From an optimization exercise on the open Yosys and OpenROAD flow, aimed at small area, a short achievable clock period and few clock cycles per item; shortcuts taken in it are not production practice.
Only simulation tests tie the RTL to the original design; equivalence was not proved.

--- flow/run.sh ---
#!/bin/bash
# synth_recipe.tcl (not shown) runs the flow's synth.tcl, then flattens the netlist and writes it again
# the make line also repeats each setting of config.mk as NAME=value (left out here)
make -C /OpenROAD-flow-scripts/flow DESIGN_CONFIG=/design/flow/config.mk WORK_HOME=/design/flow/orfs CLKGATE_MAP_FILE= SYNTH_SCRIPT=/design/flow/synth_recipe.tcl finish
--- flow/config.mk ---
export PLATFORM = sky130hd
export DESIGN_NAME = rational_arith_unit
export DESIGN_NICKNAME = rational_arith_unit
export VERILOG_FILES = /design/flow/design.v
export SDC_FILE = /design/flow/constraint.sdc
export NUM_CORES = 4
export LEC_CHECK = 0
export CAP_MARGIN = 20
export CORE_MARGIN = 2
export CORE_UTILIZATION = 40
export SETUP_SLACK_MARGIN = 5
export SLEW_MARGIN = 20
--- flow/constraint.sdc ---
create_clock -name core_clock -period 10.5 [get_ports {i_clk}]
set_input_delay 2.1000 -clock core_clock [delete_from_list [all_inputs] [get_ports {i_clk}]]
set_output_delay 2.1000 -clock core_clock [all_outputs]
set_load 0.01 [all_outputs]
--- flow/design.v ---
package rau_pkg;
    localparam int NUM_W = 32;    
    localparam int DEN_W = 31;    
    localparam int RES_W = 64;    
endpackage
module rau_front (
    input  logic         i_clk,
    input  logic         i_rst_n,
    input  logic         i_push,
    output logic         o_full,
    input  logic [1:0]   i_kind,
    input  logic [31:0]  i_a_num,
    input  logic [30:0]  i_a_den,
    input  logic [31:0]  i_b_num,
    input  logic [30:0]  i_b_den,
    input  logic         i_take,      
    output logic         o_ready,     
    output logic [62:0]  o_u,         
    output logic [61:0]  o_v,         
    output logic         o_neg,       
    output logic         o_bad,       
    output logic         o_zero       
);
    logic        r_busy;
    logic [4:0]  r_cnt;
    logic [1:0]  r_kind;
    logic [31:0] r_an;
    logic [30:0] r_ad;
    logic [31:0] r_bn;
    logic [30:0] r_bd;
    logic [63:0] r_u;
    logic [61:0] r_v;
    logic        r_neg;
    logic        r_sen;       
    logic [32:0] r_sx;        
    logic [2:0]  r_sl;        
    logic [2:0]  r_sh;        
    logic        r_sshl;      
    logic        r_sclr;      
    logic        r_sv;        
    logic        r_sfix;      
    logic        take_word;
    logic        sel_step;    
    logic        ph_v;        
    logic        odd;         
    logic [2:0]  dsel;        
    logic        k01;
    logic        k3;
    logic [31:0] dsrc;
    logic [32:0] mx;
    logic [4:0]  dig;         
    logic [2:0]  bl;
    logic [2:0]  bh;
    logic        sub;
    logic        inv;
    logic [63:0] opa;
    logic [63:0] xe;
    logic [63:0] yl;
    logic [63:0] yh;
    logic [63:0] rl;
    logic [63:0] rh;
    logic [63:0] s1;
    logic [63:0] c1;
    logic [63:0] sum;
    function automatic logic [2:0] booth(input logic [2:0] b, input logic ng);
        logic one;
        logic two;
        one   = b[1] ^ b[0];
        two   = (b[2] & !b[1] & !b[0]) | (!b[2] & b[1] & b[0]);
        booth = {(b[2] ^ ng) & (one | two), two, one};
    endfunction
    assign o_ready   = r_busy && (r_cnt == 5'd26);
    assign o_full    = r_busy && !(o_ready && i_take);
    assign take_word = i_push && !o_full;
    assign sel_step  = r_busy && (r_cnt <= 5'd24);
    assign k01  = !r_kind[1];
    assign k3   = (r_kind == 2'd3);
    assign ph_v = r_cnt[4];
    assign odd  = r_cnt[0] && !ph_v;
    assign dsel = ph_v ? ~r_cnt[2:0] : ~r_cnt[3:1];
    always_comb begin
        if (ph_v) begin
            mx   = {2'b00, r_ad};
            dsrc = k3 ? r_bn : {1'b0, r_bd};
            sub  = k3 && r_bn[31];
        end else if (odd) begin
            mx   = {r_bn[31], r_bn};
            dsrc = {1'b0, r_ad};
            sub  = (r_kind == 2'd1);
        end else begin
            mx   = {r_an[31], r_an};
            dsrc = (r_kind == 2'd2) ? r_bn : {1'b0, r_bd};
            sub  = k3 && r_bn[31];
        end
        dig = {dsrc, 1'b0} >> (dsel*4);
        bl  = booth(dig[2:0], sub);
        bh  = booth(dig[4:2], sub);
    end
    always_ff @(posedge i_clk) begin
        if (!i_rst_n) begin
            r_sen <= 1'b0;
        end else begin
            r_sen <= sel_step;
        end
    end
    always_ff @(posedge i_clk) begin
        if (sel_step) begin
            r_sx   <= mx;
            r_sl   <= (r_cnt == 5'd24) ? 3'd0 : bl;
            r_sh   <= (r_cnt == 5'd24) ? 3'd0 : bh;
            r_sshl <= !odd && (r_cnt != 5'd24);
            r_sclr <= (r_cnt == 5'd0) || (r_cnt == 5'd16);
            r_sv   <= ph_v && (r_cnt != 5'd24);
            r_sfix <= (r_cnt == 5'd24);
        end
    end
    always_comb begin
        logic [63:0] acc;
        inv = r_sfix && r_u[63];
        acc = r_sv ? {2'b00, r_v} : r_u;
        if (r_sclr)      opa = '0;
        else if (r_sshl) opa = acc << 4;
        else             opa = acc;
        opa = opa ^ {64{inv}};
        xe  = {{31{r_sx[32]}}, r_sx};
        yl  = r_sl[1] ? (xe << 1) : (r_sl[0] ? xe : '0);
        yh  = r_sh[1] ? (xe << 1) : (r_sh[0] ? xe : '0);
        rl  = yl ^ {64{r_sl[2]}};
        rh  = ((yh ^ {64{r_sh[2]}}) << 2) | {62'd0, r_sh[2], r_sh[2]};
        s1  = opa ^ rl ^ rh;
        c1  = (opa & rl) | (opa & rh) | (rl & rh);
    end
    rau_add #(.W(64)) u_add (
        .i_a (s1),
        .i_b ({c1[62:0], r_sl[2]}),
        .i_c (r_sh[2] | inv),
        .o_s (sum)
    );
    always_ff @(posedge i_clk) begin
        if (!i_rst_n) begin
            r_busy <= 1'b0;
        end else if (take_word) begin
            r_busy <= 1'b1;
        end else if (o_ready && i_take) begin
            r_busy <= 1'b0;
        end
    end
    always_ff @(posedge i_clk) begin
        if (take_word) begin
            r_cnt <= 5'd0;
        end else if (r_busy && !o_ready) begin
            r_cnt <= r_cnt + ((!ph_v && !k01) ? 5'd2 : 5'd1);
        end
    end
    always_ff @(posedge i_clk) begin
        if (take_word) begin
            r_kind <= i_kind;
            r_an   <= i_a_num;
            r_ad   <= i_a_den;
            r_bn   <= i_b_num;
            r_bd   <= i_b_den;
        end
    end
    always_ff @(posedge i_clk) begin
        if (r_sen) begin
            if (r_sv) begin
                r_v <= sum[61:0];
            end else begin
                r_u <= sum;
            end
            if (r_sfix) begin
                r_neg <= r_u[63];
            end
        end
    end
    assign o_u    = r_u[62:0];
    assign o_v    = r_v;
    assign o_neg  = r_neg;
    assign o_bad  = (r_ad == '0) || (k3 ? (r_bn == '0) : (r_bd == '0));
    assign o_zero = (r_u == '0);
endmodule
module rau_add #(
    parameter int W = 64
) (
    input  logic [W-1:0] i_a,
    input  logic [W-1:0] i_b,
    input  logic         i_c,
    output logic [W-1:0] o_s
);
    localparam int L = 6;         
    logic [W-1:0] p;
    logic [W-1:0] g [L+1];
    logic [W-1:0] t [L+1];
    always_comb begin
        p    = i_a ^ i_b;
        g[0] = i_a & i_b;
        t[0] = p;
        g[0][0] = g[0][0] | (p[0] & i_c);
        for (int l = 1; l <= L; l++) begin
            for (int i = 0; i < W; i++) begin
                if ((i >> (l - 1)) & 1) begin
                    g[l][i] = g[l-1][i] | (t[l-1][i] & g[l-1][((i >> (l - 1)) << (l - 1)) - 1]);
                    t[l][i] = t[l-1][i] & t[l-1][((i >> (l - 1)) << (l - 1)) - 1];
                end else begin
                    g[l][i] = g[l-1][i];
                    t[l][i] = t[l-1][i];
                end
            end
        end
        o_s = p ^ {g[L][W-2:0], i_c};
    end
endmodule
module rau_back (
    input  logic         i_clk,
    input  logic         i_rst_n,
    input  logic         i_ready,     
    output logic         o_take,
    input  logic [62:0]  i_u,
    input  logic [61:0]  i_v,
    input  logic         i_neg,
    input  logic         i_bad,
    input  logic         i_zero,
    input  logic         i_pop,
    output logic         o_empty,
    output logic [63:0]  o_res_num,
    output logic [62:0]  o_res_den,
    output logic         o_valid_res
);
    logic        r_run;
    logic        r_done;
    logic        r_ok;
    logic [62:0] r_a;
    logic [62:0] r_b;
    logic [63:0] r_p0;
    logic [61:0] r_p1;
    logic [63:0] r_q0;
    logic [61:0] r_q1;
    logic        free;
    logic        ea;
    logic        eb;
    logic        m_c;
    logic        m_a;
    logic        m_b;
    logic        m_s;
    logic [63:0] dab;
    logic [63:0] dba;
    logic        ge;
    logic        eq;
    logic [62:0] xin;
    logic [2:0]  sh;
    logic [62:0] a_nx;
    logic [62:0] b_nx;
    logic [63:0] s0;
    logic [61:0] s1;
    logic [63:0] pq0;
    logic [61:0] pq1;
    logic [63:0] t0;
    logic [61:0] t1;
    assign free   = !r_run && (!r_done || i_pop);
    assign o_take = free && i_ready;
    assign ea  = !r_a[0];
    assign eb  = !r_b[0];
    assign m_c = ea && eb;
    assign m_a = ea && !eb;
    assign m_b = !ea && eb;
    assign m_s = !ea && !eb;
    rau_add #(.W(64)) u_dab (.i_a({1'b0, r_a}), .i_b({1'b1, ~r_b}), .i_c(1'b1), .o_s(dab));
    rau_add #(.W(64)) u_dba (.i_a({1'b0, r_b}), .i_b({1'b1, ~r_a}), .i_c(1'b1), .o_s(dba));
    rau_add #(.W(64)) u_s0  (.i_a(r_p0), .i_b(r_q0), .i_c(1'b0), .o_s(pq0));
    rau_add #(.W(62)) u_s1  (.i_a(r_p1), .i_b(r_q1), .i_c(1'b0), .o_s(pq1));
    assign ge  = !dab[63];
    assign eq  = (r_a == r_b);
    always_comb begin
        if (m_s)      xin = ge ? dab[62:0] : dba[62:0];
        else if (m_b) xin = r_b;
        else          xin = r_a;
        if (m_c || xin[1]) sh = 3'd1;
        else if (xin[2])   sh = 3'd2;
        else if (xin[3])   sh = 3'd3;
        else if (xin[4])   sh = 3'd4;
        else if (xin[5])   sh = 3'd5;
        else if (xin[6])   sh = 3'd6;
        else               sh = 3'd7;
        a_nx = xin >> sh;
        if (m_c)                    b_nx = r_b >> 1;
        else if (m_b || (m_s && !ge)) b_nx = r_a;
        else                        b_nx = r_b;
    end
    always_comb begin
        logic sel_q;
        sel_q = m_b || (m_s && !ge);
        s0 = (sel_q ? r_q0 : r_p0) << (m_c ? 3'd0 : sh);
        s1 = (sel_q ? r_q1 : r_p1) << (m_c ? 3'd0 : sh);
        if (m_s) begin
            t0 = pq0;
            t1 = pq1;
        end else if (m_b) begin
            t0 = r_p0;
            t1 = r_p1;
        end else begin
            t0 = r_q0;
            t1 = r_q1;
        end
    end
    always_ff @(posedge i_clk) begin
        if (!i_rst_n) begin
            r_run  <= 1'b0;
            r_done <= 1'b0;
        end else if (o_take) begin
            r_run  <= !(i_bad || i_zero);
            r_done <= i_bad || i_zero;
        end else if (r_run) begin
            if (m_s && eq) begin
                r_run  <= 1'b0;
                r_done <= 1'b1;
            end
        end else if (i_pop) begin
            r_done <= 1'b0;
        end
    end
    always_ff @(posedge i_clk) begin
        if (o_take) begin
            r_a  <= i_u;
            r_b  <= {1'b0, i_v};
            r_p0 <= i_neg ? {64{1'b1}} : 64'd1;
            r_p1 <= '0;
        end else begin
            r_a  <= a_nx;
            r_b  <= b_nx;
            r_p0 <= s0;
            r_p1 <= s1;
        end
    end
    always_ff @(posedge i_clk) begin
        if (o_take) begin
            r_ok <= !i_bad;
            r_q0 <= '0;
            r_q1 <= 62'd1;
        end else if (r_run) begin
            r_q0 <= t0;
            r_q1 <= t1;
        end
    end
    assign o_empty     = !r_done;
    assign o_res_num   = r_q0;
    assign o_res_den   = {1'b0, r_q1};
    assign o_valid_res = r_ok;
endmodule
module rational_arith_unit #(
    parameter int OPERAND_WIDTH = 32
) (
    input  logic                              i_clk,
    input  logic                              i_rst_n,
    input  logic                              push,
    output logic                              full,
    input  logic [1:0]                        i_kind,
    input  logic signed [rau_pkg::NUM_W-1:0]  i_a_num,
    input  logic [rau_pkg::DEN_W-1:0]         i_a_den,
    input  logic signed [rau_pkg::NUM_W-1:0]  i_b_num,
    input  logic [rau_pkg::DEN_W-1:0]         i_b_den,
    output logic                              empty,
    input  logic                              pop,
    output logic signed [rau_pkg::RES_W-1:0]  o_res_num,
    output logic [rau_pkg::RES_W-2:0]         o_res_den,
    output logic                              o_valid_res
);
    logic        take;
    logic        ready;
    logic [62:0] u;
    logic [61:0] v;
    logic        neg;
    logic        bad;
    logic        zero;
    rau_front u_front (
        .i_clk   (i_clk),
        .i_rst_n (i_rst_n),
        .i_push  (push),
        .o_full  (full),
        .i_kind  (i_kind),
        .i_a_num (i_a_num),
        .i_a_den (i_a_den),
        .i_b_num (i_b_num),
        .i_b_den (i_b_den),
        .i_take  (take),
        .o_ready (ready),
        .o_u     (u),
        .o_v     (v),
        .o_neg   (neg),
        .o_bad   (bad),
        .o_zero  (zero)
    );
    rau_back u_back (
        .i_clk       (i_clk),
        .i_rst_n     (i_rst_n),
        .i_ready     (ready),
        .o_take      (take),
        .i_u         (u),
        .i_v         (v),
        .i_neg       (neg),
        .i_bad       (bad),
        .i_zero      (zero),
        .i_pop       (pop),
        .o_empty     (empty),
        .o_res_num   (o_res_num),
        .o_res_den   (o_res_den),
        .o_valid_res (o_valid_res)
    );
endmodule
==> results of run 1 <==
==> worst max-delay path by stage <==
stage          slack [ps]            start               to
3_5_place_dp         3070   u_back.r_b[29]   u_back.r_a[39]
2_1_floorplan        5020  u_front.r_sl[1]  u_front.r_u[52]
4_1_cts              5000   u_back.r_b[28]  u_back.r_p0[40]
3_3_place_gp         3270   u_back.r_b[29]  u_back.r_p0[31]
6_report             5060   u_back.r_b[28]  u_back.r_p0[30]
5_1_grt              4890   u_back.r_b[28]  u_back.r_p0[30]
==> state kept, by name (all words and copies together) (netlist names), 2 cells and up <==
name / cells
u_back.r_p0: 64
u_back.r_b: 63
u_front.r_ad: 31
u_front.r_cnt: 5
u_front.r_u: 64
u_back.r_p1: 62
u_front.r_sx: 32
u_back.r_a: 63
u_front.r_kind: 2
u_back.r_q0: 64
u_back.r_q1: 62
u_front.r_sl: 3
u_front.r_bd: 31
u_front.r_v: 62
u_front.r_sh: 3
u_front.r_an: 32
u_front.r_bn: 32
==> what timing repair did <==
| item | CTS | global route |
|---|---|---|
| cloned | 14 | 11 |
| hold buffers | 0 | 0 |
| hold endpoints to repair | 0 | 0 |
| setup buffers | 36 | 53 |
| pin swaps | 20 | 42 |
| setup endpoints to repair | 254 | 268 |
| gates resized for setup | 104 | 139 |
==> critical path, stage by stage (launching register included) <==
cell,delay (ps)
sky130_fd_sc_hd__edfxtp_1,430
sky130_fd_sc_hd__inv_1,100
sky130_fd_sc_hd__ha_2,300
sky130_fd_sc_hd__and3_4,180
sky130_fd_sc_hd__and2_4,160
sky130_fd_sc_hd__a221o_1,390
sky130_fd_sc_hd__a221o_1,410
sky130_fd_sc_hd__nor4_4,360
sky130_fd_sc_hd__o21a_4,210
sky130_fd_sc_hd__buf_12,120
sky130_fd_sc_hd__a21boi_2,50
sky130_fd_sc_hd__or3_4,330
sky130_fd_sc_hd__o211a_4,280
sky130_fd_sc_hd__a2111oi_4,470
sky130_fd_sc_hd__or2_4,230
sky130_fd_sc_hd__buf_12,120
sky130_fd_sc_hd__buf_12,120
sky130_fd_sc_hd__buf_16,140
sky130_fd_sc_hd__mux2_4,320
sky130_fd_sc_hd__a21oi_4,150
sky130_fd_sc_hd__o22ai_1,100
sky130_fd_sc_hd__or3_1,360
==> cells in the mapped netlist (21+ instances only) <==
cell,instances
sky130_fd_sc_hd__a21o_1,116
sky130_fd_sc_hd__o22ai_1,74
sky130_fd_sc_hd__a211oi_1,127
sky130_fd_sc_hd__o221ai_1,47
sky130_fd_sc_hd__a31oi_1,38
sky130_fd_sc_hd__buf_1,50
sky130_fd_sc_hd__a311o_1,33
sky130_fd_sc_hd__a221o_1,24
sky130_fd_sc_hd__nor4_1,58
sky130_fd_sc_hd__mux4_2,52
sky130_fd_sc_hd__xor2_1,123
sky130_fd_sc_hd__nand3_1,86
sky130_fd_sc_hd__and3_1,69
sky130_fd_sc_hd__a22oi_1,155
sky130_fd_sc_hd__clkbuf_1,311
sky130_fd_sc_hd__mux2i_1,370
sky130_fd_sc_hd__nand2b_1,91
sky130_fd_sc_hd__edfxtp_1,362
sky130_fd_sc_hd__buf_2,22
sky130_fd_sc_hd__nor3_1,78
sky130_fd_sc_hd__nor2_1,392
sky130_fd_sc_hd__inv_1,347
sky130_fd_sc_hd__and2_1,28
sky130_fd_sc_hd__fa_1,95
sky130_fd_sc_hd__or2_2,21
sky130_fd_sc_hd__ha_1,311
sky130_fd_sc_hd__a221oi_1,43
sky130_fd_sc_hd__a222oi_1,24
sky130_fd_sc_hd__a21oi_1,355
sky130_fd_sc_hd__o211ai_1,58
sky130_fd_sc_hd__mux2_2,52
sky130_fd_sc_hd__nor2b_1,38
sky130_fd_sc_hd__or3_1,50
sky130_fd_sc_hd__nand2_1,585
sky130_fd_sc_hd__nand4_1,37
sky130_fd_sc_hd__o21ai_0,324
sky130_fd_sc_hd__dfxtp_1,323
sky130_fd_sc_hd__xnor2_1,197
sky130_fd_sc_hd__o21a_1,32
==> layout make-up <==
class | instances | area, um^2
Clock inverter | 39 | 403
Antenna cell | 1 | 2.50
Multi-Input combinational cell | 4458 | 33900
Sequential cell | 685 | 17300
Fill cell | 12400 | 69300
Timing Repair Buffer | 444 | 4670
Clock buffer | 116 | 2370
Inverter | 348 | 1320
Tap cell | 1755 | 2200
==> metal layers <==
metal,up-vias,global-route usage,routed length (um)
met5,-,0,0
met4,0,0.103,7860
met3,405,0.0370,12500
met2,2052,0.405,83000
met1,23000,0.327,74400
li1,21900,-,-
==> stage by stage <==
stage | hold WS (ps) | worst slack (ps) | area (um^2)
2_1_floorplan | 452 | 5020 | 53100
3_3_place_gp | 471 | 3270 | 57000
3_5_place_dp | 484 | 3070 | 57000
4_1_cts | 497 | 5000 | 60800
5_1_grt | 557 | 4890 | 62100
6_report | 492 | 5060 | 62100
==> placed cells by master, fill, tap and decap left out, types with 26 or more instances in the layout <==
cell type / instances
sky130_fd_sc_hd__nand4_1: 37
sky130_fd_sc_hd__mux4_2: 52
sky130_fd_sc_hd__a21o_1: 115
sky130_fd_sc_hd__a31oi_1: 37
sky130_fd_sc_hd__mux2_2: 37
sky130_fd_sc_hd__nor2b_1: 33
sky130_fd_sc_hd__a211oi_1: 125
sky130_fd_sc_hd__o21ai_0: 312
sky130_fd_sc_hd__buf_4: 134
sky130_fd_sc_hd__xor2_1: 122
sky130_fd_sc_hd__ha_1: 301
sky130_fd_sc_hd__dfxtp_1: 321
sky130_fd_sc_hd__nand2b_1: 90
sky130_fd_sc_hd__clkbuf_16: 96
sky130_fd_sc_hd__nor3_1: 72
sky130_fd_sc_hd__and3_1: 67
sky130_fd_sc_hd__a311o_1: 31
sky130_fd_sc_hd__nor4_1: 55
sky130_fd_sc_hd__a221oi_1: 37
sky130_fd_sc_hd__o211ai_1: 58
sky130_fd_sc_hd__fa_1: 94
sky130_fd_sc_hd__mux2i_1: 358
sky130_fd_sc_hd__xnor2_1: 194
sky130_fd_sc_hd__o221ai_1: 45
sky130_fd_sc_hd__o22ai_1: 74
sky130_fd_sc_hd__and2_1: 26
sky130_fd_sc_hd__a21oi_4: 27
sky130_fd_sc_hd__or3_1: 49
sky130_fd_sc_hd__clkdlybuf4s50_1: 258
sky130_fd_sc_hd__nand2_1: 581
sky130_fd_sc_hd__a21oi_1: 338
sky130_fd_sc_hd__edfxtp_1: 362
sky130_fd_sc_hd__a22oi_1: 155
sky130_fd_sc_hd__o21a_1: 28
sky130_fd_sc_hd__nand3_1: 85
sky130_fd_sc_hd__inv_1: 344
sky130_fd_sc_hd__nor2_1: 380
==> cell families after synthesis <==
family	count (synthesis)
buffers and inverters	748
and+or+nand+nor	1585
xor gates and xnor gates	320
AOI/OAI and AO/OA	1664
DFF	685
muxes	474
other	2
adders and majority gates	406
==> flow_summary.html, run 1 <==
<table>
<tr><th>Metric</th><th>Value</th></tr>
<tr><th colspan="2">Clock tree</th></tr>
<tr><td>Clock tree root driver cell</td><td>sky130_fd_sc_hd__clkbuf_16</td></tr>
<tr><td>CTS tree</td><td>done</td></tr>
<tr><td>Number of clock sinks</td><td>685</td></tr>
<tr><td>TritonCTS Buffers</td><td>84</td></tr>
<tr><td>Level count of the clock H-tree</td><td>3</td></tr>
<tr><td>Clock transition at the registers of the reported paths</td><td>about 60 ps</td></tr>
<tr><td>Maximum clock insertion buffer count</td><td>3</td></tr>
<tr><td>Clock insertion delay at the later pin of the skew report</td><td>720 ps</td></tr>
<tr><th colspan="2">Logic synthesis</th></tr>
<tr><td>Share of flip-flops with an asynchronous set or reset after synthesis</td><td>0</td></tr>
<tr><td>Main synth FF type</td><td>sky130_fd_sc_hd__edfxtp_1</td></tr>
<tr><td>Syn. warnings</td><td>8</td></tr>
<tr><td>Fraction of synthesized area in multiplexers</td><td>0.103</td></tr>
<tr><td>Fraction of post-synthesis cell area in the top cell type by area</td><td>0.205</td></tr>
<tr><td>Cell count after synthesis</td><td>5,884</td></tr>
<tr><td>Top post-synthesis cells by area</td><td>sky130_fd_sc_hd__edfxtp_1, sky130_fd_sc_hd__dfxtp_1, sky130_fd_sc_hd__ha_1, sky130_fd_sc_hd__mux2i_1, sky130_fd_sc_hd__nand2_1</td></tr>
<tr><td>#FFs+latches synth</td><td>a little under 700</td></tr>
<tr><td>Main combinational cell family by area after synthesis</td><td>compound AO/OA/AOI/OAI gates</td></tr>
<tr><td>Post-synthesis share of cell area spent on and, or, nand and nor gates</td><td>0.139</td></tr>
<tr><td>Count of distinct cell types in the synthesized netlist</td><td>between 90 and 100</td></tr>
<tr><td>Share of synthesized area occupied by flip-flops and latches</td><td>0.327</td></tr>
<tr><td>Cell area after technology mapping</td><td>0.0530 mm^2</td></tr>
<tr><td>Syn nets</td><td>around 6,400</td></tr>
<tr><td>Area share of fa/ha/maj cells after synthesis</td><td>0.109</td></tr>
<tr><td>Post-synthesis average cell area</td><td>9.01 um^2</td></tr>
<tr><td>Share of the synthesized area in compound gates (AO/OA/AOI/OAI)</td><td>0.213</td></tr>
<tr><td>Synthesized-area fraction occupied by xor and xnor cells</td><td>0.0529</td></tr>
<tr><td>Leading area contributor after synthesis</td><td>sky130_fd_sc_hd__edfxtp_1</td></tr>
<tr><td>Post-synth EDFFs</td><td>362</td></tr>
<tr><th colspan="2">Place</th></tr>
<tr><td>Count of placed standard cells including taps</td><td>7,576</td></tr>
<tr><td>Port Buffers</td><td>260</td></tr>
<tr><td>HPWL Detailed</td><td>around 120,000 um</td></tr>
<tr><td>Last weighted congestion value of the routability-driven placer</td><td>0.945</td></tr>
<tr><th colspan="2">GRT</th></tr>
<tr><td>Leftover overflow at the end of global routing</td><td>0</td></tr>
<tr><td>Total global-route track usage</td><td>0.248</td></tr>
<tr><td>Pin count of the biggest net entering global routing</td><td>162</td></tr>
<tr><td>Global-route wire length before repair</td><td>268,000 um</td></tr>
<tr><td>Number of global-route vias before repair</td><td>44,800</td></tr>
<tr><td>Antenna violations before repair</td><td>1</td></tr>
<tr><th colspan="2">Worst setup path</th></tr>
<tr><td>Category of the most critical setup path</td><td>register to register</td></tr>
<tr><td>Endpoint type of the worst setup path</td><td>register</td></tr>
<tr><td>Critical path launch point type</td><td>register</td></tr>
<tr><td>Worst reg2reg path depth</td><td>21</td></tr>
<tr><td>Required time at the endpoint of the critical path</td><td>11,100 ps</td></tr>
<tr><td>Launching point of the worst reg2reg path</td><td>u_back.r_b[28]</td></tr>
<tr><td>Worst reg2reg setup slack</td><td>between 5000 and 6000 ps</td></tr>
<tr><td>Worst Path Max Fanout</td><td>8</td></tr>
<tr><td>End of the worst register-to-register path</td><td>u_back.r_p0[30]</td></tr>
<tr><td>Arrival time of data at the critical path endpoint</td><td>about 6000 ps</td></tr>
<tr><th colspan="2">Min path</th></tr>
<tr><td>Worst Hold Path Cells</td><td>2</td></tr>
<tr><td>Worst hold start</td><td>u_back.r_done</td></tr>
<tr><td>Classification of the worst-slack hold path</td><td>register to register</td></tr>
<tr><td>End of the worst hold path</td><td>u_back.r_done</td></tr>
<tr><th colspan="2">STA</th></tr>
<tr><td>Relative slew margins</td><td>0.298</td></tr>
<tr><td>Layout Skew</td><td>just over 40 ps</td></tr>
<tr><td>Final hold violations</td><td>0</td></tr>
<tr><td>Count of final max-slew check failures</td><td>0</td></tr>
<tr><td>Final TNS setup</td><td>0 ps</td></tr>
<tr><td>Unrepaired setup endpoints after global routing</td><td>true</td></tr>
<tr><td>Setup violations, final</td><td>0</td></tr>
<tr><td>Max Clk Rate</td><td>0.184 GHz</td></tr>
<tr><td>Post-route fraction of the period consumed by the critical path</td><td>0.518</td></tr>
<tr><td>Transition time at the pin with the least slew margin</td><td>1050 ps</td></tr>
<tr><td>Crit path time final</td><td>5440 ps</td></tr>
<tr><th colspan="2">Drt</th></tr>
<tr><td>Drt initial violations</td><td>4,745</td></tr>
<tr><td>Routed length per instance</td><td>about 23 um</td></tr>
<tr><td>Number of detailed-routing iterations run before antenna repair</td><td>8</td></tr>
<tr><td>Post-detailed-route via-to-cell ratio</td><td>roughly 6.0</td></tr>
<tr><td>Routed Antenna Nets</td><td>0</td></tr>
<tr><td>Via count of the routed design</td><td>~47,000</td></tr>
<tr><td>Detailed Route WL</td><td>around 180,000 um</td></tr>
<tr><td>Number of remaining DRC errors</td><td>0</td></tr>
<tr><th colspan="2">Floorplanning</th></tr>
<tr><td>Num ports</td><td>between 200 and 300</td></tr>
<tr><td>Die Area</td><td>0.135 mm^2</td></tr>
<tr><td>Y dimension of the die</td><td>368 um</td></tr>
<tr><td>Number of standard-cell rows in the floorplan</td><td>around 130</td></tr>
<tr><td>Starting utilization of the core area</td><td>0.403</td></tr>
<tr><td>Width of the die</td><td>~370 um</td></tr>
<tr><td>Core Box Area</td><td>0.131 mm^2</td></tr>
<tr><th colspan="2">Layout</th></tr>
<tr><td>Fraction of layout instances using a drive strength above 1</td><td>0.101</td></tr>
<tr><td>Count of non-filler cells in the finished layout</td><td>7,846</td></tr>
<tr><td>Final standard cell utilization of the core</td><td>0.473</td></tr>
<tr><td>Count of nets after finishing</td><td>6,559</td></tr>
<tr><td>Synthesis-to-finish area growth</td><td>17.2%</td></tr>
<tr><th colspan="2">Run</th></tr>
<tr><td>Maximum Capacitance Violations</td><td>0</td></tr>
<tr><th colspan="2">Status</th></tr>
<tr><td>Result of the run</td><td>finished clean</td></tr>
</table>
Testbench counts, summed over its fixed seeds: cycles 153,329, items 4,000.
==> run 2: changes to the inputs <==
--- a/flow/design.v
+++ b/flow/design.v
@@ -40,4 +40,5 @@
     logic        r_sv;        
     logic        r_sfix;      
+    logic        r_sinv;      
     logic        take_word;
     logic        sel_step;    
@@ -113,9 +114,10 @@
             r_sv   <= ph_v && (r_cnt != 5'd24);
             r_sfix <= (r_cnt == 5'd24);
+            r_sinv <= (r_cnt == 5'd24) && r_u[63];
         end
     end
     always_comb begin
         logic [63:0] acc;
-        inv = r_sfix && r_u[63];
+        inv = r_sinv;
         acc = r_sv ? {2'b00, r_v} : r_u;
         if (r_sclr)      opa = '0;
@@ -244,8 +246,9 @@
     logic        m_s;
     logic [63:0] dab;
-    logic [63:0] dba;
     logic        ge;
     logic        eq;
-    logic [62:0] xin;
+    logic        lowz;
+    logic [63:0] xin;
+    logic [63:0] sx;
     logic [2:0]  sh;
     logic [62:0] a_nx;
@@ -266,5 +269,4 @@
     assign m_s = !ea && !eb;
     rau_add #(.W(64)) u_dab (.i_a({1'b0, r_a}), .i_b({1'b1, ~r_b}), .i_c(1'b1), .o_s(dab));
-    rau_add #(.W(64)) u_dba (.i_a({1'b0, r_b}), .i_b({1'b1, ~r_a}), .i_c(1'b1), .o_s(dba));
     rau_add #(.W(64)) u_s0  (.i_a(r_p0), .i_b(r_q0), .i_c(1'b0), .o_s(pq0));
     rau_add #(.W(62)) u_s1  (.i_a(r_p1), .i_b(r_q1), .i_c(1'b0), .o_s(pq1));
@@ -272,28 +274,42 @@
     assign eq  = (r_a == r_b);
     always_comb begin
-        if (m_s)      xin = ge ? dab[62:0] : dba[62:0];
-        else if (m_b) xin = r_b;
-        else          xin = r_a;
-        if (m_c || xin[1]) sh = 3'd1;
-        else if (xin[2])   sh = 3'd2;
-        else if (xin[3])   sh = 3'd3;
-        else if (xin[4])   sh = 3'd4;
-        else if (xin[5])   sh = 3'd5;
-        else if (xin[6])   sh = 3'd6;
-        else               sh = 3'd7;
-        a_nx = xin >> sh;
-        if (m_c)                    b_nx = r_b >> 1;
+        logic [7:1] xl;
+        if (m_s)      xl = dab[7:1];
+        else if (m_b) xl = r_b[7:1];
+        else          xl = r_a[7:1];
+        lowz = m_s && (xl == '0);
+        if (m_c || xl[1]) sh = 3'd1;
+        else if (xl[2])   sh = 3'd2;
+        else if (xl[3])   sh = 3'd3;
+        else if (xl[4])   sh = 3'd4;
+        else if (xl[5])   sh = 3'd5;
+        else if (xl[6])   sh = 3'd6;
+        else if (xl[7])   sh = 3'd7;
+        else if (lowz)    sh = 3'd0;
+        else              sh = 3'd7;
+    end
+    always_comb begin
+        if (m_s)      xin = dab;
+        else if (m_b) xin = {1'b0, r_b};
+        else          xin = {1'b0, r_a};
+        sx = $signed(xin) >>> sh;
+        if (!(m_s && !ge)) a_nx = sx[62:0];
+        else if (lowz)     a_nx = r_b;
+        else               a_nx = ~sx[62:0] | 63'd1;
+        if (m_c)                      b_nx = r_b >> 1;
         else if (m_b || (m_s && !ge)) b_nx = r_a;
-        else                        b_nx = r_b;
+        else                          b_nx = r_b;
     end
     always_comb begin
-        logic sel_q;
+        logic       sel_q;
+        logic [2:0] shp;
         sel_q = m_b || (m_s && !ge);
-        s0 = (sel_q ? r_q0 : r_p0) << (m_c ? 3'd0 : sh);
-        s1 = (sel_q ? r_q1 : r_p1) << (m_c ? 3'd0 : sh);
-        if (m_s) begin
+        shp   = m_c ? 3'd0 : sh;
+        s0 = sel_q ? (r_q0 << shp) : (r_p0 << shp);
+        s1 = sel_q ? (r_q1 << shp) : (r_p1 << shp);
+        if (m_s && !(lowz && !ge)) begin
             t0 = pq0;
             t1 = pq1;
-        end else if (m_b) begin
+        end else if (m_s || m_b) begin
             t0 = r_p0;
             t1 = r_p1;
==> flow_summary.html, run 2 <==
<table>
<tr><th>Metric</th><th>Value</th></tr>
<tr><th colspan="2">STA</th></tr>
<tr><td>Max Clk Rate</td><td>roughly 0.18 GHz</td></tr>
<tr><td>Unrepaired setup endpoints after global routing</td><td>true</td></tr>
<tr><td>Final TNS setup</td><td>0 ps</td></tr>
<tr><td>Count of final max-slew check failures</td><td>0</td></tr>
<tr><td>Crit path setup slack, layout</td><td>between 5000 and 6000 ps</td></tr>
<tr><td>Layout Skew</td><td>36.5 ps</td></tr>
<tr><td>Relative slew margins</td><td>0.229</td></tr>
<tr><td>Post-route fraction of the period consumed by the critical path</td><td>0.517</td></tr>
<tr><td>Crit path time final</td><td>5430 ps</td></tr>
<tr><td>Setup violations, final</td><td>0</td></tr>
<tr><td>Worst slack on hold paths</td><td>465 ps</td></tr>
<tr><td>Final hold violations</td><td>0</td></tr>
<tr><td>Transition time at the pin with the least slew margin</td><td>1150 ps</td></tr>
<tr><th colspan="2">Worst setup path</th></tr>
<tr><td>Highest cell delay on the worst timing path</td><td>510 ps</td></tr>
<tr><td>Required time at the endpoint of the critical path</td><td>8400 ps</td></tr>
<tr><td>Worst Path Max Fanout</td><td>2</td></tr>
<tr><td>Series of cell instances along the critical path</td><td>dlygate4sd2_1, nor2_1, or4b_4, and2_4, dlygate4sd2_1</td></tr>
<tr><td>Critical path launch point type</td><td>primary input</td></tr>
<tr><td>End of the worst register-to-register path</td><td>u_front.r_u[63]</td></tr>
<tr><td>Arrival time of data at the critical path endpoint</td><td>3330 ps</td></tr>
<tr><td>Endpoint type of the worst setup path</td><td>primary output</td></tr>
<tr><td>Launching point of the worst reg2reg path</td><td>u_front.r_sshl</td></tr>
<tr><td>Worst reg2reg setup slack</td><td>5210 ps</td></tr>
<tr><td>Category of the most critical setup path</td><td>primary input to primary output</td></tr>
<tr><td>Worst reg2reg path depth</td><td>20</td></tr>
<tr><td>Cell type of the slowest stage on the worst timing path</td><td>sky130_fd_sc_hd__or4b_4</td></tr>
<tr><td>Crit-path most repeated cell</td><td>sky130_fd_sc_hd__dlygate4sd2_1</td></tr>
<tr><th colspan="2">Floorplanning</th></tr>
<tr><td>Num ports</td><td>262</td></tr>
<tr><td>Die Area</td><td>0.135 mm^2</td></tr>
<tr><td>Y dimension of the die</td><td>367 um</td></tr>
<tr><td>Starting utilization of the core area</td><td>0.402</td></tr>
<tr><td>Width of the die</td><td>367 um</td></tr>
<tr><td>Core Box Area</td><td>0.131 mm^2</td></tr>
<tr><td>Number of standard-cell rows in the floorplan</td><td>133</td></tr>
<tr><th colspan="2">Drt</th></tr>
<tr><td>Number of detailed-routing iterations run before antenna repair</td><td>6</td></tr>
<tr><td>Number of remaining DRC errors</td><td>0</td></tr>
<tr><td>Detailed Route WL</td><td>167,000 um</td></tr>
<tr><td>Post-detailed-route via-to-cell ratio</td><td>5.98</td></tr>
<tr><td>Routed Antenna Nets</td><td>0</td></tr>
<tr><td>Drt initial violations</td><td>4,268</td></tr>
<tr><td>Routed length per instance</td><td>21.8 um</td></tr>
<tr><td>Via count of the routed design</td><td>45,800</td></tr>
<tr><th colspan="2">Logic synthesis</th></tr>
<tr><td>Cell area after technology mapping</td><td>0.0528 mm^2</td></tr>
<tr><td>Main synth FF type</td><td>sky130_fd_sc_hd__edfxtp_1</td></tr>
<tr><td>Syn nets</td><td>between 6,000 and 7,000</td></tr>
<tr><td>Most common cell in the netlist</td><td>sky130_fd_sc_hd__nand2_1</td></tr>
<tr><td>Cell count after synthesis</td><td>5,771</td></tr>
<tr><td>#FFs+latches synth</td><td>686</td></tr>
<tr><td>Count of distinct cell types in the synthesized netlist</td><td>102</td></tr>
<tr><td>Syn. warnings</td><td>8</td></tr>
<tr><td>Post-synthesis average cell area</td><td>9.14 um^2</td></tr>
<tr><td>Post-synth EDFFs</td><td>363</td></tr>
<tr><td>Leading area contributor after synthesis</td><td>sky130_fd_sc_hd__edfxtp_1</td></tr>
<tr><td>Top cells by instance count after synthesis</td><td>sky130_fd_sc_hd__nand2_1, sky130_fd_sc_hd__mux2i_1, sky130_fd_sc_hd__edfxtp_1</td></tr>
<tr><td>Share of synthesized area occupied by flip-flops and latches</td><td>0.329</td></tr>
<tr><td>Top post-synthesis cells by area</td><td>sky130_fd_sc_hd__edfxtp_1, sky130_fd_sc_hd__dfxtp_1, sky130_fd_sc_hd__mux2i_1, sky130_fd_sc_hd__ha_1, sky130_fd_sc_hd__nand2_1</td></tr>
<tr><td>Fraction of post-synthesis cell area in the top cell type by area</td><td>0.207</td></tr>
<tr><td>Share of flip-flops with an asynchronous set or reset after synthesis</td><td>0</td></tr>
<tr><th colspan="2">Run</th></tr>
<tr><td>Maximum Capacitance Violations</td><td>0</td></tr>
<tr><th colspan="2">GRT</th></tr>
<tr><td>Leftover overflow at the end of global routing</td><td>0</td></tr>
<tr><td>Total global-route track usage</td><td>0.238</td></tr>
<tr><td>Pin count of the biggest net entering global routing</td><td>131</td></tr>
<tr><td>Antenna violations before repair</td><td>2</td></tr>
<tr><td>Global-route wire length before repair</td><td>257,000 um</td></tr>
<tr><td>Number of global-route vias before repair</td><td>43,800</td></tr>
<tr><th colspan="2">Clock tree</th></tr>
<tr><td>Level count of the clock H-tree</td><td>3</td></tr>
<tr><td>Number of clock sinks</td><td>686</td></tr>
<tr><td>Clock tree root driver cell</td><td>sky130_fd_sc_hd__clkbuf_16</td></tr>
<tr><td>Clock transition at the registers of the reported paths</td><td>60 ps</td></tr>
<tr><td>Hold_buf cts</td><td>0</td></tr>
<tr><td>Maximum clock insertion buffer count</td><td>3</td></tr>
<tr><td>TritonCTS Buffers</td><td>84</td></tr>
<tr><td>CTS tree</td><td>done</td></tr>
<tr><td>Clock insertion delay at the later pin of the skew report</td><td>just over 700 ps</td></tr>
<tr><th colspan="2">Place</th></tr>
<tr><td>HPWL Detailed</td><td>117,000 um</td></tr>
<tr><td>Port Buffers</td><td>260</td></tr>
<tr><td>Cell area reported after detailed placement</td><td>0.0568 mm^2</td></tr>
<tr><td>Worst Setup Slack post-DPL</td><td>4040 ps</td></tr>
<tr><td>Last weighted congestion value of the routability-driven placer</td><td>0.913</td></tr>
<tr><th colspan="2">Layout</th></tr>
<tr><td>Number of antenna cells inserted</td><td>0</td></tr>
<tr><td>Synthesis-to-finish area growth</td><td>14.3%</td></tr>
<tr><td>Most frequent standard cell in the layout excluding fill and tap cells</td><td>sky130_fd_sc_hd__nand2_1</td></tr>
<tr><td>Leading registers by flop count</td><td>u_back.r_p0: 64 flops, u_back.r_q0: 64 flops, u_front.r_u: 64 flops</td></tr>
<tr><td>Fraction of layout instances using a drive strength above 1</td><td>0.0855</td></tr>
<tr><td>Highest-count cells in the layout ignoring fill and taps</td><td>sky130_fd_sc_hd__nand2_1, sky130_fd_sc_hd__mux2i_1, sky130_fd_sc_hd__edfxtp_1, sky130_fd_sc_hd__o21ai_0, sky130_fd_sc_hd__nor2_1</td></tr>
<tr><td>Post-Layout Inst Area</td><td>slightly above 0.06 mm^2</td></tr>
<tr><td>Count of nets after finishing</td><td>6,301</td></tr>
<tr><th colspan="2">Min path</th></tr>
<tr><td>Worst Hold Path Cells</td><td>2</td></tr>
<tr><td>Worst hold start</td><td>u_back.r_done</td></tr>
<tr><td>Classification of the worst-slack hold path</td><td>register to register</td></tr>
<tr><td>End of the worst hold path</td><td>u_back.r_done</td></tr>
<tr><th colspan="2">Status</th></tr>
<tr><td>Result of the run</td><td>finished clean</td></tr>
</table>
run 2: cell count changes in the layout (fill, tap and decap cells not counted), moves of 48 or more:
cell | previous run | this run
sky130_fd_sc_hd__buf_4 | 134 | 68
sky130_fd_sc_hd__mux2_2 | 37 | 88
sky130_fd_sc_hd__xor2_1 | 122 | 58
sky130_fd_sc_hd__a22oi_1 | 155 | 73
sky130_fd_sc_hd__ha_1 | 301 | 248
sky130_fd_sc_hd__o22ai_1 | 74 | 26
sky130_fd_sc_hd__a311oi_1 | 10 | 76
sky130_fd_sc_hd__nor2b_1 | 33 | 87
sky130_fd_sc_hd__a21oi_1 | 338 | 285
sky130_fd_sc_hd__nand2_1 | 581 | 630
sky130_fd_sc_hd__nor2_1 | 380 | 329
sky130_fd_sc_hd__inv_1 | 344 | 266
sky130_fd_sc_hd__nand2b_1 | 90 | 30
sky130_fd_sc_hd__mux2i_1 | 358 | 554
run 2: layout make-up:
| cell class | count | area [um^2] |
|---|---|---|
| timing repair buffer | 358 | 3610 |
| tap | 1755 | 2200 |
| clock buffer | 112 | 2310 |
| inverter | 270 | 1020 |
| sequential | 686 | 17400 |
| fill | 12600 | 70800 |
| multi-input combinational | 4429 | 33200 |
| clock inverter | 42 | 611 |
run 2: layer usage:
metal | vias to the layer above | global-route usage | wire length (um)
met2 | 1645 | 0.391 | 77900
met4 | 2 | 0.0814 | 5630
met3 | 325 | 0.0272 | 9950
li1 | 21500 | - | -
met5 | - | 0 | 10
met1 | 22300 | 0.323 | 73700
run 2: worst max path at each step:
stage          slack (ps)               to  cells past startpoint      startpoint
2_1_floorplan        5020  u_front.r_u[44]                     19  u_front.r_sshl
3_3_place_gp         4100  u_front.r_u[44]                     19    u_front.r_sv
3_5_place_dp         4040  u_front.r_u[44]                     17    u_front.r_sv
4_1_cts              5020  u_front.r_u[63]                     20  u_front.r_sshl
5_1_grt              4900    u_back.r_a[4]                     19   u_back.r_a[0]
6_report             5070             full                      5             pop
run 2: worst max-delay path, delay by kind of cell:
| family | cells | cell delay (ps) |
|---|---|---|
| and+or+nand+nor | 3 | 730 |
| buffers and inverters | 2 | 490 |
run 2: cells by family (layout without fill, tap and decap cells):
kind of cell | Yosys count | after routing | synth area share
AND/OR/NAND/NOR | 1579 | 1581 | 0.141
AO/OA/AOI/OAI | 1525 | 1526 | 0.195
multiplexers | 694 | 694 | 0.146
flip-flops | 686 | 686 | 0.329
buffers and inverters | 659 | 782 | 0.0490
adder cells (fa/ha/maj) | 340 | 340 | 0.0933
XOR/XNOR | 286 | 286 | 0.0475
other | 2 | 2 | 0.000142
run 2: through the flow:
step,util,cells
final,0.460,7652
after global placement,0.433,7473
after floorplan,-,5771
after global routing,0.460,7652
after detailed placement,0.433,7473
after CTS,0.458,7643
run 2: what timing repair did:
item	4_1_cts	5_1_grt
gates resized for setup	38	52
setup buffers	13	6
pin swaps	4	7
cloned	3	3
endpoints found under the hold margin	0	0
setup endpoints to repair	274	209
Testbench counts of run 2, summed over its fixed seeds: cycles 154,589, items 4,000.
==> run 3: changes to the inputs <==
--- a/flow/design.v
+++ b/flow/design.v
@@ -72,5 +72,5 @@
     endfunction
     assign o_ready   = r_busy && (r_cnt == 5'd26);
-    assign o_full    = r_busy && !(o_ready && i_take);
+    assign o_full    = r_busy;
     assign take_word = i_push && !o_full;
     assign sel_step  = r_busy && (r_cnt <= 5'd24);
@@ -275,5 +275,5 @@
     always_comb begin
         logic [7:1] xl;
-        if (m_s)      xl = dab[7:1];
+        if (m_s)      xl = r_a[7:1] ^ r_b[7:1];
         else if (m_b) xl = r_b[7:1];
         else          xl = r_a[7:1];
==> flow_summary.html, run 3 <==
<table>
<tr><th>Metric</th><th>Value</th></tr>
<tr><th colspan="2">Layout</th></tr>
<tr><td>Post-Layout Inst Area</td><td>about 0.06 mm^2</td></tr>
<tr><td>Seq. cell area</td><td>0.0174 mm^2</td></tr>
<tr><td>FILL cells</td><td>12,700</td></tr>
<tr><td>Count of nets after finishing</td><td>6,291</td></tr>
<tr><td>Leading registers by flop count</td><td>u_back.r_p0: 64 flops, u_back.r_q0: 64 flops, u_front.r_u: 64 flops</td></tr>
<tr><td>Synthesis-to-finish area growth</td><td>13.8%</td></tr>
<tr><td>Highest-count cells in the layout ignoring fill and taps</td><td>sky130_fd_sc_hd__nand2_1, sky130_fd_sc_hd__mux2i_1, sky130_fd_sc_hd__a21oi_1, sky130_fd_sc_hd__edfxtp_1, sky130_fd_sc_hd__nor2_1</td></tr>
<tr><td>Multi-input logic area</td><td>0.0333 mm^2</td></tr>
<tr><td>Most frequent standard cell in the layout excluding fill and tap cells</td><td>sky130_fd_sc_hd__nand2_1</td></tr>
<tr><td>Fraction of layout instances using a drive strength above 1</td><td>0.0821</td></tr>
<tr><th colspan="2">STA</th></tr>
<tr><td>Count of final max-slew check failures</td><td>0</td></tr>
<tr><td>Final hold violations</td><td>0</td></tr>
<tr><td>Layout Skew</td><td>approximately 55 ps</td></tr>
<tr><td>Relative slew margins</td><td>0.261</td></tr>
<tr><td>Transition time at the pin with the least slew margin</td><td>about 1100 ps</td></tr>
<tr><td>Unrepaired setup endpoints after global routing</td><td>false</td></tr>
<tr><td>Post-route fraction of the period consumed by the critical path</td><td>0.507</td></tr>
<tr><td>Final TNS setup</td><td>0 ps</td></tr>
<tr><td>Max Clk Rate</td><td>0.188 GHz</td></tr>
<tr><td>Setup violations, final</td><td>0</td></tr>
<tr><td>Worst slack on hold paths</td><td>473 ps</td></tr>
<tr><td>Crit path setup slack, layout</td><td>5180 ps</td></tr>
<tr><td>Crit path time final</td><td>5320 ps</td></tr>
<tr><th colspan="2">Drt</th></tr>
<tr><td>Detailed Route WL</td><td>176,000 um</td></tr>
<tr><td>Number of detailed-routing iterations run before antenna repair</td><td>9</td></tr>
<tr><td>Number of remaining DRC errors</td><td>0</td></tr>
<tr><td>Post-detailed-route via-to-cell ratio</td><td>6.01</td></tr>
<tr><td>Routed length per instance</td><td>between 20 and 25 um</td></tr>
<tr><td>Routed Antenna Nets</td><td>0</td></tr>
<tr><td>Drt initial violations</td><td>4,319</td></tr>
<tr><td>Via count of the routed design</td><td>45,900</td></tr>
<tr><th colspan="2">GRT</th></tr>
<tr><td>Antenna violations before repair</td><td>0</td></tr>
<tr><td>Pin count of the biggest net entering global routing</td><td>187</td></tr>
<tr><td>Leftover overflow at the end of global routing</td><td>0</td></tr>
<tr><td>Global-route wire length before repair</td><td>268,000 um</td></tr>
<tr><td>Number of global-route vias before repair</td><td>44,000</td></tr>
<tr><td>Total global-route track usage</td><td>0.251</td></tr>
<tr><th colspan="2">Worst setup path</th></tr>
<tr><td>Arrival time of data at the critical path endpoint</td><td>5890 ps</td></tr>
<tr><td>Worst Path Max Fanout</td><td>47</td></tr>
<tr><td>CP Launch Point</td><td>u_back.r_a[0]</td></tr>
<tr><td>Endpoint type of the worst setup path</td><td>register</td></tr>
<tr><td>Critical path launch point type</td><td>register</td></tr>
<tr><td>Required time at the endpoint of the critical path</td><td>~11,000 ps</td></tr>
<tr><td>Launching point of the worst reg2reg path</td><td>u_back.r_a[0]</td></tr>
<tr><td>Category of the most critical setup path</td><td>register to register</td></tr>
<tr><th colspan="2">Logic synthesis</th></tr>
<tr><td>Post-synth EDFFs</td><td>363</td></tr>
<tr><td>Top post-synthesis cells by area</td><td>sky130_fd_sc_hd__edfxtp_1, sky130_fd_sc_hd__dfxtp_1, sky130_fd_sc_hd__mux2i_1, sky130_fd_sc_hd__ha_1, sky130_fd_sc_hd__nand2_1</td></tr>
<tr><td>Cell area after technology mapping</td><td>between 0.05 and 0.06 mm^2</td></tr>
<tr><td>Share of synthesized area occupied by flip-flops and latches</td><td>0.330</td></tr>
<tr><td>Most common cell in the netlist</td><td>sky130_fd_sc_hd__nand2_1</td></tr>
<tr><td>Top cells by instance count after synthesis</td><td>sky130_fd_sc_hd__nand2_1, sky130_fd_sc_hd__mux2i_1, sky130_fd_sc_hd__a21oi_1</td></tr>
<tr><td>Share of flip-flops with an asynchronous set or reset after synthesis</td><td>0</td></tr>
<tr><td>Cell count after synthesis</td><td>5,782</td></tr>
<tr><td>#FFs+latches synth</td><td>between 600 and 700</td></tr>
<tr><td>Fraction of post-synthesis cell area in the top cell type by area</td><td>0.207</td></tr>
<tr><td>Main synth FF type</td><td>sky130_fd_sc_hd__edfxtp_1</td></tr>
<tr><td>Post-synthesis average cell area</td><td>~9 um^2</td></tr>
<tr><td>Syn. warnings</td><td>8</td></tr>
<tr><td>Syn nets</td><td>around 6,300</td></tr>
<tr><td>Count of distinct cell types in the synthesized netlist</td><td>105</td></tr>
<tr><td>Leading area contributor after synthesis</td><td>sky130_fd_sc_hd__edfxtp_1</td></tr>
<tr><th colspan="2">Floorplanning</th></tr>
<tr><td>Y dimension of the die</td><td>367 um</td></tr>
<tr><td>Width of the die</td><td>367 um</td></tr>
<tr><td>Starting utilization of the core area</td><td>0.402</td></tr>
<tr><td>Core Box Area</td><td>~0.13 mm^2</td></tr>
<tr><td>Num ports</td><td>~260</td></tr>
<tr><td>Die Area</td><td>0.135 mm^2</td></tr>
<tr><td>Number of standard-cell rows in the floorplan</td><td>133</td></tr>
<tr><th colspan="2">Place</th></tr>
<tr><td>Cell area reported after detailed placement</td><td>0.0567 mm^2</td></tr>
<tr><td>Last weighted congestion value of the routability-driven placer</td><td>0.940</td></tr>
<tr><td>Port Buffers</td><td>260</td></tr>
<tr><td>HPWL Detailed</td><td>124,000 um</td></tr>
<tr><td>Worst Setup Slack post-DPL</td><td>slightly below 4000 ps</td></tr>
<tr><th colspan="2">Run</th></tr>
<tr><td>Maximum Capacitance Violations</td><td>0</td></tr>
<tr><th colspan="2">Clock tree</th></tr>
<tr><td>TritonCTS Buffers</td><td>83</td></tr>
<tr><td>CTS tree</td><td>done</td></tr>
<tr><td>Number of clock sinks</td><td>686</td></tr>
<tr><td>Level count of the clock H-tree</td><td>3</td></tr>
<tr><td>Clock insertion delay at the later pin of the skew report</td><td>710 ps</td></tr>
<tr><td>Clock tree root driver cell</td><td>sky130_fd_sc_hd__clkbuf_16</td></tr>
<tr><td>Maximum clock insertion buffer count</td><td>3</td></tr>
<tr><td>Clock transition at the registers of the reported paths</td><td>60 ps</td></tr>
<tr><td>Hold_buf cts</td><td>0</td></tr>
<tr><th colspan="2">Status</th></tr>
<tr><td>Result of the run</td><td>finished clean</td></tr>
<tr><th colspan="2">Min path</th></tr>
<tr><td>Classification of the worst-slack hold path</td><td>register to register</td></tr>
<tr><td>Worst hold start</td><td>u_back.r_done</td></tr>
</table>
## run 3: changes by cell type after synthesis, sizes merged, moves of 24 or more
| cell | change |
|---|---|
| a211oi | -24 |
| a221oi | +57 |
| nand2 | +48 |
| a21oi | +89 |
| nor2b | -47 |
| mux2i | -67 |
| nand2b | +47 |
| inv | -85 |
| clkbuf | +33 |
| xor2 | +28 |
## run 3: repair_timing
| item | 4_1_cts | 5_1_grt |
|---|---|---|
| pin swaps | 3 | 7 |
| resized for setup | 22 | 32 |
| setup buffers | 4 | 8 |
| endpoints found under the setup margin | 169 | 198 |
| gates cloned | 2 | 3 |
## run 3: worst max-delay path: stages (launching register included)
cell and delay, ps:
sky130_fd_sc_hd__edfxtp_1 490, sky130_fd_sc_hd__ha_4 420, sky130_fd_sc_hd__clkinv_2 310, sky130_fd_sc_hd__buf_6 330, sky130_fd_sc_hd__mux2i_1 250, sky130_fd_sc_hd__a221oi_4 640
sky130_fd_sc_hd__and2_4 530, sky130_fd_sc_hd__nor2_1 220, sky130_fd_sc_hd__buf_4 250, sky130_fd_sc_hd__a222oi_1 620, sky130_fd_sc_hd__mux2i_1 290, sky130_fd_sc_hd__and3_1 260
sky130_fd_sc_hd__a211oi_1 420, sky130_fd_sc_hd__o21ai_1 140
## run 3: area by class of cell
cell class / count / area share
Multi-Input combinational cell: 4511 / 0.556
Sequential cell: 686 / 0.290
Timing Repair Buffer: 350 / 0.0580
Clock buffer: 105 / 0.0388
Tap cell: 1755 / 0.0366
Inverter: 187 / 0.0119
Clock inverter: 46 / 0.00918
Antenna cell: 1 / 0.0000417
## run 3: cells by family after synthesis
| family | share of synthesized area |
|---|---|
| simple gates | 0.141 |
| buf+inv | 0.0452 |
| fa+ha+maj | 0.0934 |
| mux | 0.134 |
| xor+xnor | 0.0512 |
| flops | 0.330 |
| compound gates | 0.205 |
| other cells | 0.000142 |
## run 3: routing by layer
layer  share of wire  vias to the layer above  GRT usage
li1                -                    21600          -
met1            0.44                    22200      0.348
met5               0                        -          0
met4           0.042                        0      0.102
met2            0.44                     1797      0.382
met3           0.082                      334     0.0509
## run 3: final timing paths
kind / to / slack (ps) / cells after the start
hold / removal: u_back.r_done / 470 / 2
setup / recovery: u_back.r_a[47] / 5180 / 13
setup reg to reg: u_back.r_a[47] / 5180 / 13
hold reg to reg: u_back.r_done / 470 / 2
## run 3: metrics by stage
stage,cells,utilization
after global routing,7640,0.457
after CTS,7629,0.455
after floorplan,5782,-
final,7641,0.457
after global placement,7472,0.432
after detailed placement,7472,0.432
Testbench counts of run 3, summed over its fixed seeds: cycles 154,956, items 4,000.
==> run 4: changes to the inputs <==
==> flow/flow/run.sh (new file) <==
#!/bin/bash
set -euo pipefail
bash standard.sh SETUP_SLACK_MARGIN=7 TNS_END_PERCENT=10 finish > flow_make.log 2>&1
==> flow/standard.sh (new file) <==
#!/bin/bash
# synth_recipe.tcl (not shown) runs the flow's synth.tcl, then flattens the netlist and writes it again
# the make line also repeats each setting of config.mk as NAME=value (left out here)
make -C /OpenROAD-flow-scripts/flow DESIGN_CONFIG=/design/flow/config.mk WORK_HOME=/design/flow/orfs CLKGATE_MAP_FILE= SYNTH_SCRIPT=/design/flow/synth_recipe.tcl "${@:-finish}"
--- a/flow/config.mk
+++ b/flow/config.mk
@@ -9,4 +9,3 @@
 export CORE_MARGIN = 2
 export CORE_UTILIZATION = 40
-export SETUP_SLACK_MARGIN = 5
 export SLEW_MARGIN = 20
removed: flow/run.sh
==> flow_summary.html, run 4 <==
<table>
<tr><th>Metric</th><th>Value</th></tr>
<tr><th colspan="2">Status</th></tr>
<tr><td>Result of the run</td><td>finished clean</td></tr>
<tr><th colspan="2">Worst setup path</th></tr>
<tr><td>Required time at the endpoint of the critical path</td><td>10,960 ps</td></tr>
<tr><td>Worst reg2reg setup slack</td><td>5590 ps</td></tr>
<tr><td>CP Launch Point</td><td>u_front.r_sshl</td></tr>
<tr><td>Critical path launch point type</td><td>register</td></tr>
<tr><td>Endpoint type of the worst setup path</td><td>register</td></tr>
<tr><td>Worst reg2reg path depth</td><td>20</td></tr>
<tr><td>Category of the most critical setup path</td><td>register to register</td></tr>
<tr><td>Launching point of the worst reg2reg path</td><td>u_front.r_sshl</td></tr>
<tr><td>Critical Path Sink</td><td>u_front.r_u[52]</td></tr>
<tr><td>Arrival time of data at the critical path endpoint</td><td>about 5400 ps</td></tr>
<tr><th colspan="2">Floorplanning</th></tr>
<tr><td>Number of standard-cell rows in the floorplan</td><td>133</td></tr>
<tr><td>Die Area</td><td>between 0.1 and 0.15 mm^2</td></tr>
<tr><td>Y dimension of the die</td><td>approximately 370 um</td></tr>
<tr><td>Core Box Area</td><td>0.131 mm^2</td></tr>
<tr><td>Starting utilization of the core area</td><td>0.402</td></tr>
<tr><td>Width of the die</td><td>367 um</td></tr>
<tr><td>Num ports</td><td>around 260</td></tr>
<tr><th colspan="2">Logic synthesis</th></tr>
<tr><td>Leading area contributor after synthesis</td><td>sky130_fd_sc_hd__edfxtp_1</td></tr>
<tr><td>Share of flip-flops with an asynchronous set or reset after synthesis</td><td>0</td></tr>
<tr><td>Top cells by instance count after synthesis</td><td>sky130_fd_sc_hd__nand2_1, sky130_fd_sc_hd__mux2i_1, sky130_fd_sc_hd__a21oi_1</td></tr>
<tr><td>Count of distinct cell types in the synthesized netlist</td><td>105</td></tr>
<tr><td>#FFs+latches synth</td><td>686</td></tr>
<tr><td>Top post-synthesis cells by area</td><td>sky130_fd_sc_hd__edfxtp_1, sky130_fd_sc_hd__dfxtp_1, sky130_fd_sc_hd__mux2i_1, sky130_fd_sc_hd__ha_1, sky130_fd_sc_hd__nand2_1</td></tr>
<tr><td>Post-synth EDFFs</td><td>363</td></tr>
<tr><td>Post-synthesis average cell area</td><td>between 9 and 10 um^2</td></tr>
<tr><td>Share of synthesized area occupied by flip-flops and latches</td><td>0.330</td></tr>
<tr><td>Syn. warnings</td><td>8</td></tr>
<tr><td>Syn nets</td><td>6,254</td></tr>
<tr><td>Cell count after synthesis</td><td>5,782</td></tr>
<tr><th colspan="2">Min path</th></tr>
<tr><td>Worst hold start</td><td>u_back.r_done</td></tr>
<tr><td>Worst Hold Path Cells</td><td>2</td></tr>
<tr><td>Classification of the worst-slack hold path</td><td>register to register</td></tr>
<tr><th colspan="2">Clock tree</th></tr>
<tr><td>Clock insertion delay at the later pin of the skew report</td><td>730 ps</td></tr>
<tr><td>Number of clock sinks</td><td>686</td></tr>
<tr><td>CTS tree</td><td>done</td></tr>
<tr><td>Level count of the clock H-tree</td><td>3</td></tr>
<tr><td>Maximum clock insertion buffer count</td><td>3</td></tr>
<tr><th colspan="2">Layout</th></tr>
<tr><td>Multi-input logic area</td><td>about 0.035 mm^2</td></tr>
<tr><td>Count of nets after finishing</td><td>6,509</td></tr>
<tr><td>Synthesis-to-finish area growth</td><td>22.1%</td></tr>
<tr><td>Seq. cell area</td><td>0.0174 mm^2</td></tr>
<tr><td>Leading registers by flop count</td><td>u_back.r_p0: 64 flops, u_back.r_q0: 64 flops, u_front.r_u: 64 flops</td></tr>
<tr><td>Highest-count cells in the layout ignoring fill and taps</td><td>sky130_fd_sc_hd__nand2_1, sky130_fd_sc_hd__mux2i_1, sky130_fd_sc_hd__edfxtp_1, sky130_fd_sc_hd__a21oi_1, sky130_fd_sc_hd__o21ai_0</td></tr>
<tr><td>FILL cells</td><td>12,200</td></tr>
<tr><th colspan="2">STA</th></tr>
<tr><td>Unrepaired setup endpoints after global routing</td><td>true</td></tr>
<tr><td>Count of final max-slew check failures</td><td>0</td></tr>
<tr><td>Final TNS setup</td><td>0 ps</td></tr>
<tr><td>Max Clk Rate</td><td>0.204 GHz</td></tr>
<tr><td>Layout Skew</td><td>40.4 ps</td></tr>
<tr><td>Relative slew margins</td><td>0.258</td></tr>
<tr><td>Final hold violations</td><td>0</td></tr>
<tr><th colspan="2">Drt</th></tr>
<tr><td>Routed length per instance</td><td>24.7 um</td></tr>
<tr><td>Detailed Route WL</td><td>194,000 um</td></tr>
<tr><td>Number of remaining DRC errors</td><td>0</td></tr>
<tr><td>Via count of the routed design</td><td>48,600</td></tr>
<tr><td>Post-detailed-route via-to-cell ratio</td><td>just over 6</td></tr>
<tr><td>Routed Antenna Nets</td><td>0</td></tr>
<tr><th colspan="2">Place</th></tr>
<tr><td>Port Buffers</td><td>260</td></tr>
<tr><td>HPWL Detailed</td><td>125,000 um</td></tr>
<tr><th colspan="2">GRT</th></tr>
<tr><td>Global-route wire length before repair</td><td>roughly 280,000 um</td></tr>
<tr><td>Total global-route track usage</td><td>0.262</td></tr>
<tr><td>Number of global-route vias before repair</td><td>45,200</td></tr>
<tr><td>Leftover overflow at the end of global routing</td><td>0</td></tr>
<tr><th colspan="2">Run</th></tr>
<tr><td>Maximum Capacitance Violations</td><td>0</td></tr>
</table>
## run 4: cell counts after synthesis
No cell type changed its count.
## run 4: layout make-up
type                       count  area share
timing repair buffer         559      0.0926
tap                         1755      0.0341
multi-input combinational   4517       0.547
inverter                     187      0.0118
clock inverter                41     0.00747
clock buffer                 114      0.0369
antenna                        3    0.000117
sequential                   686       0.270
timing repair inverter         2    0.000350
## run 4: cell families after synthesis
logic type	after synthesis	synth area share
simple gates	1622	0.141
compound gates	1613	0.205
flops	686	0.330
mux	625	0.134
buf+inv	586	0.0452
fa+ha+maj	340	0.0934
xor+xnor	308	0.0512
other cells	2	0.000142
## run 4: metal layers
layer	global-route usage	vias up	share of wire
li1	-	22100	-
met1	0.360	23500	0.42
met2	0.406	2493	0.44
met3	0.0440	513	0.091
met4	0.108	0	0.049
met5	0	-	0
## run 4: what timing repair did
item / 4_1_cts / 5_1_grt
gates resized for setup: 171 / 362
setup buffers: 74 / 119
cloned: 15 / 21
setup endpoints to repair: 787 / 781
pin swaps: 50 / 123
endpoints found under the hold margin: 0 / 0
## run 4: how the worst min path moves through the flow
stage	endpoint	slack [ps]
5_1_grt	u_back.r_q0[11]	500
3_3_place_gp	u_back.r_done	460
4_1_cts	u_back.r_q0[11]	460
3_5_place_dp	u_back.r_done	470
2_1_floorplan	u_back.r_done	440
6_report	u_back.r_done	470
## run 4: worst max-delay path, stage by stage (launching register included)
cell	delay, ps
sky130_fd_sc_hd__edfxtp_1	360
sky130_fd_sc_hd__buf_4	170
sky130_fd_sc_hd__buf_12	120
sky130_fd_sc_hd__mux4_2	510
sky130_fd_sc_hd__nor2b_1	160
sky130_fd_sc_hd__xnor2_1	170
sky130_fd_sc_hd__fa_1	520
sky130_fd_sc_hd__inv_1	40
sky130_fd_sc_hd__ha_1	350
sky130_fd_sc_hd__a21o_1	200
sky130_fd_sc_hd__a21o_1	180
sky130_fd_sc_hd__a21oi_2	170
sky130_fd_sc_hd__o21ai_0	150
sky130_fd_sc_hd__a21oi_2	210
sky130_fd_sc_hd__o211ai_1	120
sky130_fd_sc_hd__a221o_1	340
sky130_fd_sc_hd__a31o_4	250
sky130_fd_sc_hd__and2_4	180
sky130_fd_sc_hd__a31o_4	220
sky130_fd_sc_hd__a21oi_2	120
sky130_fd_sc_hd__xnor2_1	90
## run 4: per-stage QoR
step	instances	setup WS (ps)	cell area [um^2]	util
6_report	7864	5590	64300	0.491
5_1_grt	7861	5420	64300	0.491
3_3_place_gp	7477	4120	56800	0.433
4_1_cts	7721	5550	61300	0.468
2_1_floorplan	5782	5520	52800	-
3_5_place_dp	7477	4110	56800	0.433

## separate check: timing with driven ports
How much do the figures lean on ideal ports? The routed layouts below were timed once more, with nothing changed but the port constraints.
Step 1 sets driving cells, clkbuf_16 on the clock port and buf_2 on the other inputs (assumed; they add their load-dependent delay and slew).
Step 2 moves the port delays by t, midway between the first and last clock arrival at a register: inputs arrive t later, outputs are due t later. That takes back most of the time a late clock gives input paths.
Slacks: no drivers / after step 1 / after step 2; pairs: no drivers / after step 1.
| run | t, ns | setup WS [ns] | slew at the worst register clock pin (ns) | worst data-port slew with drivers (ns) | cell pins on the clock port's net |
|---|---|---|---|---|---|
| run 1 | 0.780 | 5.059 / 5.028 / 4.763 | 0.07 / 0.07 | 0.05 | 1 |
| run 2 | 0.781 | 5.069 / 5.047 / 5.000 | 0.06 / 0.06 | 0.05 | 1 |
| run 3 | 0.766 | 5.178 / 5.178 / 4.875 | 0.07 / 0.07 | 0.06 | 1 |
| run 4 | 0.800 | 5.594 / 5.594 / 5.594 | 0.07 / 0.07 | 0.06 | 1 |
After both steps every run listed still meets setup and hold. For run 3, which loses most, drivers alone change the setup slack by 0.000 ns; drivers and shift together by -0.303 ns.
